Source: an optimization exercise on an open RTL-to-GDS flow (aim: small area, a short achievable clock period and few clock cycles). Production flows keep margins and buffers that such runs may drop. In this exercise RTL edits were held to simulation tests only and were not proved equivalent to the original. Power and IR drop assume default switching activity.

## v6
==> module reg_file, before the edit <==
module reg_file (
    input  wire        clock,
    input  wire        reset,
    input  wire [4:0]  rd_addr_a,
    input  wire [4:0]  rd_addr_b,
    input  wire        wr_en,
    input  wire [4:0]  wr_addr,
    input  wire [31:0] wr_data,
    output logic [31:0] rd_data_a,
    output logic [31:0] rd_data_b
);
    logic [31:0] regs [1:31];
    logic [31:1] valid;
    always_ff @(posedge clock or posedge reset) begin
        if (reset) begin
            valid <= '0;
        end else if (wr_en && wr_addr != 5'd0) begin
            valid[wr_addr] <= 1'b1;
        end
    end
    always_ff @(posedge clock) begin
        if (wr_en && wr_addr != 5'd0) begin
            regs[wr_addr] <= wr_data;
        end
    end
    logic [31:1] sel_a;
    logic [31:1] sel_b;
    always_comb begin
        rd_data_a = 32'd0;
        rd_data_b = 32'd0;
        for (int i = 1; i < 32; i++) begin
            sel_a[i]  = (rd_addr_a == 5'(i)) && valid[i];
            sel_b[i]  = (rd_addr_b == 5'(i)) && valid[i];
            rd_data_a = rd_data_a | (regs[i] & {32{sel_a[i]}});
            rd_data_b = rd_data_b | (regs[i] & {32{sel_b[i]}});
        end
    end
endmodule
==> module mips_core, before the edit <==
module mips_core #(
    parameter [31:0] RESET_PC = 32'h0000_0000
) (
    input  wire         clock,
    input  wire         reset,
    output logic [31:0] pc,
    input  wire  [31:0] inst,
    output logic        mem_read,
    output logic        mem_write,
    output logic [31:0] addr,
    output logic [31:0] din,
    input  wire  [31:0] dout
);
    logic [31:2] pc_q;
    logic [5:0]  opcode;
    logic [5:0]  funct;
    logic [4:0]  rs;
    logic [4:0]  rt;
    logic [4:0]  rd;
    logic [31:0] imm_ext;
    assign opcode  = inst[31:26];
    assign rs      = inst[25:21];
    assign rt      = inst[20:16];
    assign rd      = inst[15:11];
    assign funct   = inst[5:0];
    assign imm_ext = {{16{inst[15]}}, inst[15:0]};
    logic is_rtype, is_add, is_sub, is_and, is_or, is_slt;
    logic is_addi, is_lw, is_sw, is_beq;
    logic d_reg_write;
    logic [4:0] d_dest;
    logic d_use_imm;
    logic d_sub;
    assign is_rtype = (opcode == 6'h00);
    assign is_add   = is_rtype && (funct == 6'h20);
    assign is_sub   = is_rtype && (funct == 6'h22);
    assign is_and   = is_rtype && (funct == 6'h24);
    assign is_or    = is_rtype && (funct == 6'h25);
    assign is_slt   = is_rtype && (funct == 6'h2a);
    assign is_addi  = (opcode == 6'h08);
    assign is_lw    = (opcode == 6'h23);
    assign is_sw    = (opcode == 6'h2b);
    assign is_beq   = (opcode == 6'h04);
    assign d_dest      = is_rtype ? rd : rt;
    assign d_reg_write = (is_add || is_sub || is_and || is_or || is_slt || is_addi || is_lw)
                      && (d_dest != 5'd0);
    assign d_use_imm   = is_addi || is_lw || is_sw;
    assign d_sub       = is_sub || is_slt;
    logic        x_valid;       
    logic        x_reg_write;
    logic        x_lw;
    logic        x_sw;
    logic        x_beq;
    logic        x_pred;        
    logic [4:0]  x_dest;
    logic        x_sub;         
    logic [1:0]  x_sel;         
    logic [31:0] x_a;
    logic [31:0] x_b;           
    logic [31:0] x_sd;          
    logic [31:2] x_alt_pc;      
    logic [31:0] alu;           
    logic        m_reg_write;
    logic        m_lw;
    logic        m_sw;
    logic [4:0]  m_dest;
    logic [31:0] m_res;
    logic [31:0] m_sd;
    logic [31:0] m_result;      
    assign m_result = m_lw ? dout : m_res;
    logic [31:0] rf_a;
    logic [31:0] rf_b;
    reg_file i_reg_file (
        .clock     (clock),
        .reset     (reset),
        .rd_addr_a (rs),
        .rd_addr_b (rt),
        .wr_en     (m_reg_write),
        .wr_addr   (m_dest),
        .wr_data   (m_result),
        .rd_data_a (rf_a),
        .rd_data_b (rf_b)
    );
    logic        x_wr_live;
    logic        fwd_x_a;
    logic        fwd_x_b;
    logic [31:0] rs_val;
    logic [31:0] rt_val;
    assign x_wr_live = x_valid && x_reg_write;
    assign fwd_x_a   = x_wr_live && x_dest == rs;
    assign fwd_x_b   = x_wr_live && x_dest == rt;
    assign rs_val = fwd_x_a ? alu
                  : (m_reg_write && m_dest == rs) ? m_result : rf_a;
    assign rt_val = fwd_x_b ? alu
                  : (m_reg_write && m_dest == rt) ? m_result : rf_b;
    logic stall;
    assign stall = x_valid && x_lw && x_reg_write && (x_dest == rs || x_dest == rt);
    logic        pred;
    logic [31:2] pc_plus_4;
    logic [31:2] target;
    logic        mispredict;
    assign pred      = is_beq && inst[15] && !stall;
    assign pc_plus_4 = pc_q + 30'd1;
    assign target    = pc_plus_4 + imm_ext[29:0];
    always_ff @(posedge clock or posedge reset) begin
        if (reset) begin
            pc_q <= RESET_PC[31:2];
        end else if (mispredict) begin
            pc_q <= x_alt_pc;
        end else if (!stall) begin
            pc_q <= pred ? target : pc_plus_4;
        end
    end
    assign pc = {pc_q, 2'b00};
    always_ff @(posedge clock or posedge reset) begin
        if (reset) begin
            x_valid <= 1'b0;
        end else begin
            x_valid <= !mispredict && !stall;
        end
    end
    always_ff @(posedge clock) begin
        x_reg_write <= d_reg_write;
        x_lw        <= is_lw;
        x_sw        <= is_sw;
        x_beq       <= is_beq;
        x_pred      <= pred;
        x_dest      <= d_dest;
        x_sub       <= d_sub;
        x_sel       <= is_and ? 2'd1 : is_or ? 2'd2 : is_slt ? 2'd3 : 2'd0;
        x_a         <= rs_val;
        x_b         <= d_use_imm ? imm_ext : (d_sub ? ~rt_val : rt_val);
        x_sd        <= rt_val;
        x_alt_pc    <= pred ? pc_plus_4 : target;
    end
    logic [31:0] sum;
    logic        lt;
    assign sum = x_a + x_b + {31'd0, x_sub};
    assign lt  = (x_a[31] == x_b[31]) ? x_a[31] : sum[31];
    always_comb begin
        case (x_sel)
            2'd1:    alu = x_a & x_b;
            2'd2:    alu = x_a | x_b;
            2'd3:    alu = {31'd0, lt};
            default: alu = sum;
        endcase
    end
    assign mispredict = x_valid && x_beq && ((x_a == x_b) != x_pred);
    always_ff @(posedge clock or posedge reset) begin
        if (reset) begin
            m_reg_write <= 1'b0;
            m_lw        <= 1'b0;
            m_sw        <= 1'b0;
        end else begin
            m_reg_write <= x_valid && x_reg_write;
            m_lw        <= x_valid && x_lw;
            m_sw        <= x_valid && x_sw;
        end
    end
    always_ff @(posedge clock) begin
        m_dest <= x_dest;
        m_res  <= alu;
        m_sd   <= x_sd;
    end
    assign mem_read  = m_lw;
    assign mem_write = m_sw;
    assign addr      = m_res;
    assign din       = m_sd;
endmodule
Settings: LEC_CHECK=0, ABC_CLOCK_PERIOD_IN_PS=3000, CAP_MARGIN=20, CORE_MARGIN=2, CORE_UTILIZATION=30, PLACE_DENSITY=0.45, SETUP_SLACK_MARGIN=4, SLEW_MARGIN=20; clock period 7.5 ns.
standard.sh (not shown) runs the stock make flow with config.mk's settings and CLKGATE_MAP_FILE= SYNTH_SCRIPT=/design/flow/synth_recipe.tcl, a recipe that flattens the netlist after the stock synthesis.
==> flow/flow/run.sh <==
#!/bin/bash
# Own layout flow: the standard ORFS flow (standard.sh), all steps and the
# standard synthesis, with two changes passed as make variables:
#  - the port buffers start as buf_1 instead of the delay cell buffer_ports
#    picks (repair resizes them where timing needs it);
#  - CTS uses clkbuf_8 only and inserts no dummy loads.
# The make output goes to flow_make.log; each ORFS step logs under orfs/logs/.
set -euo pipefail
bash standard.sh \
  "BUFFER_PORTS_ARGS=-buffer_cell sky130_fd_sc_hd__buf_1" \
  "CTS_ARGS=-sink_clustering_enable -repair_clock_nets -dont_use_dummy_load -buf_list sky130_fd_sc_hd__clkbuf_8" \
  finish > flow_make.log 2>&1
v6 went all the way through the flow, and no timing, DRC or antenna check failed.
Testbench counts of v6, summed over its fixed seeds: cycles 176,560.
## Diff of input files: v7 against v6
diff --git a/flow/design.v b/flow/design.v
--- a/flow/design.v
+++ b/flow/design.v
@@ -25,17 +25,13 @@
             regs[wr_addr] <= wr_data;
         end
     end
-    logic [31:1] sel_a;
-    logic [31:1] sel_b;
+    logic [31:0] va;
+    logic [31:0] vb;
+    assign va = {valid, 1'b0};
+    assign vb = {valid, 1'b0};
     always_comb begin
-        rd_data_a = 32'd0;
-        rd_data_b = 32'd0;
-        for (int i = 1; i < 32; i++) begin
-            sel_a[i]  = (rd_addr_a == 5'(i)) && valid[i];
-            sel_b[i]  = (rd_addr_b == 5'(i)) && valid[i];
-            rd_data_a = rd_data_a | (regs[i] & {32{sel_a[i]}});
-            rd_data_b = rd_data_b | (regs[i] & {32{sel_b[i]}});
-        end
+        rd_data_a = (rd_addr_a == 5'd0) ? 32'd0 : (regs[rd_addr_a] & {32{va[rd_addr_a]}});
+        rd_data_b = (rd_addr_b == 5'd0) ? 32'd0 : (regs[rd_addr_b] & {32{vb[rd_addr_b]}});
     end
 endmodule
 `default_nettype wire
@@ -96,10 +92,11 @@
     logic        x_pred;        
     logic [4:0]  x_dest;
     logic        x_sub;         
+    logic        x_use_imm;     
     logic [1:0]  x_sel;         
     logic [31:0] x_a;
-    logic [31:0] x_b;           
-    logic [31:0] x_sd;          
+    logic [31:0] x_rt;          
+    logic [15:0] x_imm;
     logic [31:2] x_alt_pc;      
     logic [31:0] alu;           
     logic        m_reg_write;
@@ -171,12 +168,15 @@
         x_sub       <= d_sub;
         x_sel       <= is_and ? 2'd1 : is_or ? 2'd2 : is_slt ? 2'd3 : 2'd0;
         x_a         <= rs_val;
-        x_b         <= d_use_imm ? imm_ext : (d_sub ? ~rt_val : rt_val);
-        x_sd        <= rt_val;
+        x_use_imm   <= d_use_imm;
+        x_rt        <= rt_val;
+        x_imm       <= inst[15:0];
         x_alt_pc    <= pred ? pc_plus_4 : target;
     end
+    logic [31:0] x_b;           
     logic [31:0] sum;
     logic        lt;
+    assign x_b = x_use_imm ? {{16{x_imm[15]}}, x_imm} : (x_rt ^ {32{x_sub}});
     assign sum = x_a + x_b + {31'd0, x_sub};
     assign lt  = (x_a[31] == x_b[31]) ? x_a[31] : sum[31];
     always_comb begin
@@ -187,7 +187,7 @@
             default: alu = sum;
         endcase
     end
-    assign mispredict = x_valid && x_beq && ((x_a == x_b) != x_pred);
+    assign mispredict = x_valid && x_beq && ((x_a == x_rt) != x_pred);
     always_ff @(posedge clock or posedge reset) begin
         if (reset) begin
             m_reg_write <= 1'b0;
@@ -202,7 +202,7 @@
     always_ff @(posedge clock) begin
         m_dest <= x_dest;
         m_res  <= alu;
-        m_sd   <= x_sd;
+        m_sd   <= x_rt;
     end
     assign mem_read  = m_lw;
     assign mem_write = m_sw;
v7 completed; timing, DRC and antenna clean
v7 vs. v6: cell area after technology mapping went up; signed area change from the synthesized netlist to the final layout now sits lower; headroom to the max-slew limit grew by 10 points.
Count of distinct cell types in the synthesized netlist, v7 and v6: smaller value in v7
Of v7 and v6, v6 shows the lower layout clock buffer count, with v7 above it.
Higher synthesized netlist cell count goes to v6 over v7.
NOTE: cell count in v7 falls short of that of v6
STATUS total non-filler cell area in the finished layout: v7 loses against v6
Switching part of the total power: v7 vs v6 up 0.66 points
Vias: v7 below v6
Compared with v6, in v7 first-pass GRT wire length shows a reduction of 130 mm; total net switching power rose by about 8%.
Testbench counts of v7, summed over its fixed seeds: cycles 176,560.

-- separate check: timing with driven ports --
How much do the figures lean on ideal ports? The routed layouts below were timed once more, with nothing changed but the port constraints.
Step 1, drivers: a clkbuf_16 drives clock and a buf_2 each remaining input, both assumed.
Step 2 moves the port delays by t, midway between the first and last clock arrival at a register: inputs arrive t later, outputs are due t later. That takes back most of the time a late clock gives input paths.
a / b / c = ideal / step 1 / step 2; a / b = the first two.
| run | t (ns) | setup slack, ns | worst setup path after step 2 |
|---|---|---|---|
| v6 | 1.028 | 3.829 / 3.821 / 2.793 | input to register |
| v7 | 0.996 | 3.927 / 3.927 / 3.021 | input to register |
After both steps every run listed still meets setup and hold. The setup slack of v6, which loses most, moves by -0.008 ns with the drivers and by -1.036 ns with both steps.
